Source: an optimization exercise on an open RTL-to-GDS flow (aim: small area). Production flows keep margins and buffers that such runs may drop. In this exercise RTL edits were held to simulation tests only and were not proved equivalent to the original. No activity file was given, so power comes from the tool's default toggle rates.

Design output_gather, start of the top module:
module output_gather
#(
  parameter int N      = tpu_pkg::TPU_N,
  parameter int DATA_W = tpu_pkg::TPU_DATA_W
) (
  input  logic                  clk,
  input  logic                  reset,
  input  logic                  clear,
  input  logic [N-1:0]          lane_valid,
  input  logic [N*DATA_W-1:0]   lane_data,
  output logic                  in_ready,
  output logic                  mat_valid,
  input  logic                  mat_ready,
  output logic [N*N*DATA_W-1:0] c_mat,
  output logic                  err
);
Size in the first run: ~1200 cells after synthesis, about 1200 I/O pins.
clock: 5.0 ns
lec_check: 0
cap_margin: 10
core_area: 10 10 410 410
die_area: 0 0 420 420
slew_margin: 10
standard.sh (not shown) runs the stock make flow with config.mk's settings and CLKGATE_MAP_FILE= SYNTH_SCRIPT=/design/flow/synth_recipe.tcl, a recipe that flattens the netlist after the stock synthesis.
==> flow/flow/run.sh <==
#!/bin/bash
# Standard ORFS layout, with the smallest buffer on the ports and no CTS dummy loads.
set -euo pipefail
export BUFFER_PORTS_ARGS="-buffer_cell sky130_fd_sc_hd__buf_1"
export CTS_ARGS="-sink_clustering_enable -repair_clock_nets -dont_use_dummy_load -buf_list sky130_fd_sc_hd__clkbuf_16 -sink_clustering_size 30 -sink_clustering_max_diameter 115"
bash standard.sh > standard.log 2>&1
The first run ran to the end with no violations.
Next try:
==> flow/flow/run.sh (replaced) <==
#!/bin/bash
# Standard ORFS layout, with the smallest buffer on the ports and no CTS dummy loads.
set -euo pipefail
export BUFFER_PORTS_ARGS="-buffer_cell sky130_fd_sc_hd__buf_1"
export CTS_ARGS="-sink_clustering_enable -repair_clock_nets -dont_use_dummy_load -buf_list sky130_fd_sc_hd__clkbuf_16 -sink_clustering_size 28 -sink_clustering_max_diameter 100"
bash standard.sh > standard.log 2>&1
CAP_MARGIN = 0   (was 10)
SLEW_MARGIN = 0   (was 10)
What happened: Power goes up by 1.1%; register-to-register slack gets worse by 0.25 ns; worst setup slack degrades by 0.039 ns; cell area stays flat; die area stays the same; global-route usage stays flat; worst hold slack got worse by 0.015 ns; routed wire length is about the same; clock-buffer cell count came out higher by 4; via count stays flat.
Next try:
==> flow/flow/run.sh (replaced) <==
#!/bin/bash
# Standard ORFS layout, with the smallest buffer on the ports and no CTS dummy loads.
set -euo pipefail
export BUFFER_PORTS_ARGS="-buffer_cell sky130_fd_sc_hd__buf_1"
export CTS_ARGS="-sink_clustering_enable -repair_clock_nets -dont_use_dummy_load -buf_list sky130_fd_sc_hd__clkbuf_16 -sink_clustering_size 32 -sink_clustering_max_diameter 60"
bash standard.sh > standard.log 2>&1
CAP_MARGIN = 20   (was 0)
PLACE_DENSITY = 0.8   (was unset)
SLEW_MARGIN = 20   (was 0)
What happened: Cell area goes up by 1.4%; die area is unchanged; power went up by 9.5%; cell count is about the same; sequential share of layout area goes down by 1.1 points; routed wire length came out higher by 15%; hold slack improves by 0.0065 ns; fmax shrinks by 4.2%; area after synthesis does not change; sequential cell count does not change; register-to-register slack improved by 0.09 ns.
Next try:
==> flow/flow/run.sh (replaced) <==
#!/bin/bash
# Standard ORFS layout, with the smallest buffer on the ports and no CTS dummy loads.
set -euo pipefail
export BUFFER_PORTS_ARGS="-buffer_cell sky130_fd_sc_hd__buf_1"
export CTS_ARGS="-sink_clustering_enable -repair_clock_nets -dont_use_dummy_load -buf_list sky130_fd_sc_hd__clkbuf_16 -sink_clustering_size 28 -sink_clustering_max_diameter 100"
bash standard.sh > standard.log 2>&1
PLACE_DENSITY = unset   (was 0.8)
=> The changed run completed with no timing, DRC or antenna violations. Register-to-register slack gets better by 0.14 ns. Power is lower by 8.5%. Die area is unchanged. Count of clock-buffer cells in the layout fell by 32. Cell area went down by 1.2%. Wire length fell by 13%. Synthesized cell count is unchanged. Clock power decreases by 24%. First-iteration DRC count falls by 16%. Synthesized area stays the same. Worst setup slack improved by 0.17 ns.

---

Another version of the RTL of output_gather (not shown whole).
For scale: roughly 1,200 cells after synthesis, roughly 1,200 I/O pins, roughly 33,000 µm² of cells after synthesis.
==> flow/config.mk <==
export PLATFORM = sky130hd
export DESIGN_NAME = output_gather
export DESIGN_NICKNAME = output_gather
export VERILOG_FILES = /design/flow/design.v
export SDC_FILE = /design/flow/constraint.sdc
export NUM_CORES = 4
export LEC_CHECK = 0
export CAP_MARGIN = 20
export CORE_AREA = 10 10 310 310
export DIE_AREA = 0 0 320 320
export SLEW_MARGIN = 20
==> flow/constraint.sdc <==
create_clock -name core_clock -period 5.0 [get_ports {clk}]
set_input_delay 1.0000 -clock core_clock [delete_from_list [all_inputs] [get_ports {clk}]]
set_output_delay 1.0000 -clock core_clock [all_outputs]
set_load 0.01 [all_outputs]
==> flow/flow/run.sh <==
#!/bin/bash
# Standard ORFS layout, with the smallest buffer on the ports and no CTS dummy loads.
set -euo pipefail
export BUFFER_PORTS_ARGS="-buffer_cell sky130_fd_sc_hd__buf_1"
export PLACE_PINS_ARGS="-min_distance 1 -min_distance_in_tracks"
export CTS_ARGS="-sink_clustering_enable -repair_clock_nets -dont_use_dummy_load -buf_list sky130_fd_sc_hd__clkbuf_16 -sink_clustering_size 32 -sink_clustering_max_diameter 80"
bash standard.sh > standard.log 2>&1
Rerun with:
==> flow/flow/run.sh (replaced) <==
#!/bin/bash
# Standard ORFS layout, with the smallest buffer on the ports and no CTS dummy loads.
set -euo pipefail
export BUFFER_PORTS_ARGS="-buffer_cell sky130_fd_sc_hd__buf_1"
export CTS_ARGS="-sink_clustering_enable -repair_clock_nets -dont_use_dummy_load -buf_list sky130_fd_sc_hd__clkbuf_16 -sink_clustering_size 30 -sink_clustering_max_diameter 60"
bash standard.sh > standard.log 2>&1
Settings changed: CORE_AREA 10 10 310 310 to 10 10 410 410, DIE_AREA 0 0 320 320 to 0 0 420 420.
Final cell count rises by 26%.
Worst setup slack loses 0.16 ns.
Via count falls by 0.93%.
Design area rises by 4.9%.
Sequential power stays flat.
Global-route usage falls by 5.8 points.
Routed wire length rises by about 20%.
Combinational power falls by about 1%.
Die area rises by 72%.

---

Setup of cedar:
Starting RTL as in the previous note.
// output_gather
module output_gather
#(
  parameter int N      = tpu_pkg::TPU_N,
  parameter int DATA_W = tpu_pkg::TPU_DATA_W
) (
  input  logic                  clk,
  input  logic                  reset,
  input  logic                  clear,
  input  logic [N-1:0]          lane_valid,
  input  logic [N*DATA_W-1:0]   lane_data,
  output logic                  in_ready,
  output logic                  mat_valid,
  input  logic                  mat_ready,
  output logic [N*N*DATA_W-1:0] c_mat,
  output logic                  err
);
export LEC_CHECK = 0
export CAP_MARGIN = 20
export CORE_AREA = 10 10 410 410
export DIE_AREA = 0 0 420 420
export SLEW_MARGIN = 20
create_clock -name core_clock -period 5.0 [get_ports {clk}]
==> flow/flow/run.sh <==
#!/bin/bash
# Standard ORFS layout, with the smallest buffer on the ports and no CTS dummy loads.
set -euo pipefail
export BUFFER_PORTS_ARGS="-buffer_cell sky130_fd_sc_hd__buf_1"
export CTS_ARGS="-sink_clustering_enable -repair_clock_nets -dont_use_dummy_load"
bash standard.sh > standard.log 2>&1
The final layout from cedar, which completed every stage, passed the timing, design-rule and antenna checks at the end of the flow.
--- input diff cedar..juniper ---
==> flow/run.sh (new file) <==
#!/bin/bash
# synth_recipe.tcl (not shown) runs the flow's synth.tcl, then flattens the netlist and writes it again
# the make line also repeats each setting of config.mk as NAME=value (left out here)
make -C /OpenROAD-flow-scripts/flow DESIGN_CONFIG=/design/flow/config.mk WORK_HOME=/design/flow/orfs CLKGATE_MAP_FILE= SYNTH_SCRIPT=/design/flow/synth_recipe.tcl finish
removed: flow/flow/run.sh
removed: flow/standard.sh
[summary]
Number of clock buffer instances in the layout went up by more than 10% going from cedar to juniper. Part of the power in the clock network for juniper is higher than for cedar. Taking cedar as the reference point, the half-perimeter wire length after placement of juniper rises by 4.4%. Area after detailed placement: juniper and cedar compared, higher one is juniper. Part of the power in registers came out lower on juniper than on cedar. Comparing juniper and cedar, the lower cell count is on cedar. Changes observed in juniper relative to cedar: number of global-route vias before repair picked up an extra 123; number of buffers other than clock buffers in the final layout picked up an extra 6. Top fanout value on the critical path essentially unchanged between cedar and juniper. Wire length reported by the detailed router (juniper over cedar): increase, 4.3%.
Input changes introduced in delta (baseline for comparison: juniper):
# juniper
export LEC_CHECK = 0
export CAP_MARGIN = 20
export CORE_AREA = 10 10 410 410
export DIE_AREA = 0 0 420 420
export SLEW_MARGIN = 20
create_clock -name core_clock -period 5.0 [get_ports {clk}]
# delta
export LEC_CHECK = 0
export CAP_MARGIN = 20
export CORE_AREA = 10 10 270 270
export DIE_AREA = 0 0 280 280
export PLACE_DENSITY = 0.7
export SLEW_MARGIN = 20
create_clock -name core_clock -period 5.0 [get_ports {clk}]
==> flow/flow/run.sh (new file) <==
#!/bin/bash
# Standard ORFS layout, with the smallest buffer on the ports and no CTS dummy loads.
set -euo pipefail
export BUFFER_PORTS_ARGS="-buffer_cell sky130_fd_sc_hd__buf_1"
export CTS_ARGS="-sink_clustering_enable -repair_clock_nets -dont_use_dummy_load -buf_list sky130_fd_sc_hd__clkbuf_16 -sink_clustering_size 30 -sink_clustering_max_diameter 60"
bash standard.sh > standard.log 2>&1
==> flow/standard.sh (new file) <==
#!/bin/bash
# synth_recipe.tcl (not shown) runs the flow's synth.tcl, then flattens the netlist and writes it again
# the make line also repeats each setting of config.mk as NAME=value (left out here)
make -C /OpenROAD-flow-scripts/flow DESIGN_CONFIG=/design/flow/config.mk WORK_HOME=/design/flow/orfs CLKGATE_MAP_FILE= SYNTH_SCRIPT=/design/flow/synth_recipe.tcl "${@:-finish}"
removed: flow/run.sh
Findings:
- Status(delta) = ERROR, stage = I/O pin placement
- As far as number of synthesized flops with an enable pin goes, juniper and delta are indistinguishable; the numbers are identical.
- Compared with juniper, in delta share of synthesized area occupied by flip-flops and latches saw little to no change; starting utilization of the core area saw an increase; gate count after technology mapping held steady; horizontal extent of the die shows a reduction of 140 µm; post-synthesis share of cell area spent on and, or, nand and nor gates level.
- Looking only at count of standard-cell rows, and setting everything else aside, the lower value of delta and juniper goes to delta.
- Netlist area before placement: delta vs juniper identical
- Diff delta..juniper | synthesized-area fraction occupied by ao, oa, aoi and oai cells | unchanged
- Note that the height of the die recorded for delta amounts to 0.67 times the value seen in juniper.

---

RTL: one of the versions met above, not the one the previous note started from.
For scale: ~1,200 cells after synthesis, ~1,100 flip-flops, ~1,200 I/O pins, about 32,000 um2 of cells after synthesis.
==> flow/config.mk <==
export PLATFORM = sky130hd
export DESIGN_NAME = output_gather
export DESIGN_NICKNAME = output_gather
export VERILOG_FILES = /design/flow/design.v
export SDC_FILE = /design/flow/constraint.sdc
export NUM_CORES = 4
export LEC_CHECK = 0
export CAP_MARGIN = 10
export CORE_AREA = 10 10 410 410
export DIE_AREA = 0 0 420 420
export SLEW_MARGIN = 10
==> flow/constraint.sdc <==
create_clock -name core_clock -period 5.0 [get_ports {clk}]
set_input_delay 1.0000 -clock core_clock [delete_from_list [all_inputs] [get_ports {clk}]]
set_output_delay 1.0000 -clock core_clock [all_outputs]
set_load 0.01 [all_outputs]
==> flow/flow/run.sh <==
#!/bin/bash
# Standard ORFS layout, with the smallest buffer on the ports and no CTS dummy loads.
set -euo pipefail
export BUFFER_PORTS_ARGS="-buffer_cell sky130_fd_sc_hd__buf_1"
export CTS_ARGS="-sink_clustering_enable -repair_clock_nets -dont_use_dummy_load -buf_list sky130_fd_sc_hd__clkbuf_16 -sink_clustering_size 28 -sink_clustering_max_diameter 100"
bash standard.sh > standard.log 2>&1
==> next run, changes <==
==> flow/flow/run.sh (replaced) <==
#!/bin/bash
# Standard ORFS layout, with the smallest buffer on the ports and no CTS dummy loads.
set -euo pipefail
export BUFFER_PORTS_ARGS="-buffer_cell sky130_fd_sc_hd__buf_1"
export CTS_ARGS="-sink_clustering_enable -repair_clock_nets -dont_use_dummy_load -buf_list sky130_fd_sc_hd__clkbuf_16 -sink_clustering_size 32 -sink_clustering_max_diameter 100 -sink_clustering_levels 2"
bash standard.sh > standard.log 2>&1
Settings changed: CAP_MARGIN 10 to 20, SLEW_MARGIN 10 to 20.
Wire length hardly moves.
Global-route usage stays flat.
Worst setup slack is worse by 6.2 ps.
Via count barely changes.
Clock-buffer cell count falls by 4.
Final area is about the same.
==> next run, changes <==
==> flow/flow/run.sh (replaced) <==
#!/bin/bash
# Standard ORFS layout, with the smallest buffer on the ports and no CTS dummy loads.
set -euo pipefail
export BUFFER_PORTS_ARGS="-buffer_cell sky130_fd_sc_hd__buf_1"
export CTS_ARGS="-sink_clustering_enable -repair_clock_nets -dont_use_dummy_load -buf_list sky130_fd_sc_hd__clkbuf_16 -sink_clustering_size 32 -sink_clustering_max_diameter 60"
bash standard.sh > standard.log 2>&1
Settings changed: PLACE_DENSITY from default to 0.9.
=> Non-clock buffer count is lower by 26; cell area climbs by about 1.5%; maximum frequency came out lower by about 12%; total power rises by 10%; synthesized cell count stays the same; core utilization climbs by 0.39 points; global-route usage came out higher by 2.4 points; clock skew came out higher by 31 ps; hold slack gets better by 20 ps.
==> next run, changes <==
==> flow/flow/run.sh (replaced) <==
#!/bin/bash
# Standard ORFS layout, with the smallest buffer on the ports and no CTS dummy loads.
set -euo pipefail
export BUFFER_PORTS_ARGS="-buffer_cell sky130_fd_sc_hd__buf_1"
export CTS_ARGS="-sink_clustering_enable -repair_clock_nets -dont_use_dummy_load -buf_list sky130_fd_sc_hd__clkbuf_16 -sink_clustering_size 28 -sink_clustering_max_diameter 100"
bash standard.sh > standard.log 2>&1
Settings changed: CAP_MARGIN 20 to 10, GPL_TIMING_DRIVEN from default to 0, PLACE_DENSITY 0.9 to default, SLEW_MARGIN 20 to 10.
Maximum frequency rose by roughly a tenth. Worst setup slack is better by 340 ps. Combinational power rose by a few percent.

---

output_gather with an RTL version that a note above also has.
Size: about 1100 flip-flops, roughly 0.033 mm² of cells after synthesis.
Settings: LEC_CHECK=0, CAP_MARGIN=20, CORE_AREA=10 10 310 310, DIE_AREA=0 0 320 320, SLEW_MARGIN=20; clock period 5.0 ns.
==> flow/flow/run.sh <==
#!/bin/bash
# Standard ORFS layout, with the smallest buffer on the ports and no CTS dummy loads.
set -euo pipefail
export BUFFER_PORTS_ARGS="-buffer_cell sky130_fd_sc_hd__buf_1"
export PLACE_PINS_ARGS="-min_distance 1 -min_distance_in_tracks"
export CTS_ARGS="-sink_clustering_enable -repair_clock_nets -dont_use_dummy_load -buf_list sky130_fd_sc_hd__clkbuf_16 -sink_clustering_size 36 -sink_clustering_max_diameter 60"
bash standard.sh > standard.log 2>&1
The baseline finished with timing, DRC and antenna clean.
==> next run, changes <==
==> flow/flow/run.sh (replaced) <==
#!/bin/bash
# Standard ORFS layout, with the smallest buffer on the ports and no CTS dummy loads.
set -euo pipefail
export BUFFER_PORTS_ARGS="-buffer_cell sky130_fd_sc_hd__buf_1"
export CTS_ARGS="-sink_clustering_enable -repair_clock_nets -dont_use_dummy_load -buf_list sky130_fd_sc_hd__clkbuf_8 -sink_clustering_size 16 -sink_clustering_max_diameter 40"
bash standard.sh > standard.log 2>&1
CORE_AREA = 10 10 410 410   (was 10 10 310 310)
DIE_AREA = 0 0 420 420   (was 0 0 320 320)
Clock skew grows by 0.011 ns.
Power rose slightly.
Final area climbs by a few percent.
Clock power increases slightly.
==> next run, changes <==
==> flow/flow/run.sh (replaced) <==
#!/bin/bash
# Standard ORFS layout, with the smallest buffer on the ports and no CTS dummy loads.
set -euo pipefail
export BUFFER_PORTS_ARGS="-buffer_cell sky130_fd_sc_hd__buf_1"
export PLACE_PINS_ARGS="-min_distance 1 -min_distance_in_tracks"
export CTS_ARGS="-sink_clustering_enable -repair_clock_nets -dont_use_dummy_load -buf_list sky130_fd_sc_hd__clkbuf_16 -sink_clustering_size 30 -sink_clustering_max_diameter 60"
bash standard.sh > standard.log 2>&1
CORE_AREA = 10 10 310 310   (was 10 10 410 410)
DIE_AREA = 0 0 320 320   (was 0 0 420 420)
Sequential power stays flat.
Global-route usage is higher by 5.9 points.
Maximum frequency is higher by 15%.
Worst hold slack gains 0.18 ns.
Core utilization is higher by 19 points.
Routed wire length is lower by 17%.
Setup slack gains 0.40 ns.
Die area is lower by 42%.

[what the ideal ports hide]
The flow's constraints put no driver on any port. The routed layouts listed below were extracted and timed again, unchanged, in two steps. Step 1: set_driving_cell puts a clkbuf_16 on clk and a buf_2 on each other input, an assumption about the parent block. Step 2 adds t to the input delays and takes it off the output delays; t is the mean of the earliest and latest rising clock arrival at the registers after step 1. Input paths then give back, and output paths get back, about the clock's delay inside the block. Slacks: ideal ports / drivers / drivers and shift; pairs: ideal ports / drivers.
run | t (ns) | setup slack, ns | clock arrival spread, ns | cell pins on the clock port's net
the first run of note 1 | 0.686 | 2.072 / 1.990 / 1.661 | 0.093 / 0.093 | 1
the second run of note 1 | 0.695 | 2.032 / 1.951 / 1.516 | 0.088 / 0.089 | 1
the third run of note 1 | 0.729 | 1.902 / 1.829 / 1.744 | 0.143 / 0.143 | 1
the fourth run of note 1 | 0.700 | 2.067 / 1.986 / 1.847 | 0.093 / 0.093 | 1
the first run of note 2 | 0.645 | 2.215 / 2.202 / 1.557 | 0.063 / 0.063 | 1
the second run of note 2 | 0.711 | 2.058 / 1.987 / 1.572 | 0.115 / 0.115 | 1
cedar | 0.775 | 2.041 / 1.966 / 1.545 | 0.082 / 0.083 | 1
juniper | 0.762 | 1.757 / 1.687 / 1.175 | 0.045 / 0.044 | 1
the first run of note 4 | 0.700 | 2.066 / 1.984 / 1.640 | 0.093 / 0.093 | 1
the second run of note 4 | 0.691 | 2.060 / 1.973 / 1.822 | 0.106 / 0.106 | 1
the third run of note 4 | 0.720 | 1.640 / 1.570 / 1.691 | 0.146 / 0.146 | 1
the fourth run of note 4 | 0.711 | 1.975 / 1.896 / 1.299 | 0.127 / 0.127 | 1
the first run of note 5 | 0.676 | 2.287 / 2.275 / 1.599 | 0.112 / 0.112 | 1
the second run of note 5 | 0.906 | 1.887 / 1.816 / 1.546 | 0.110 / 0.109 | 1
the third run of note 5 | 0.676 | 2.287 / 2.275 / 1.599 | 0.112 / 0.112 | 1
After both steps setup and hold are still met in every run listed.
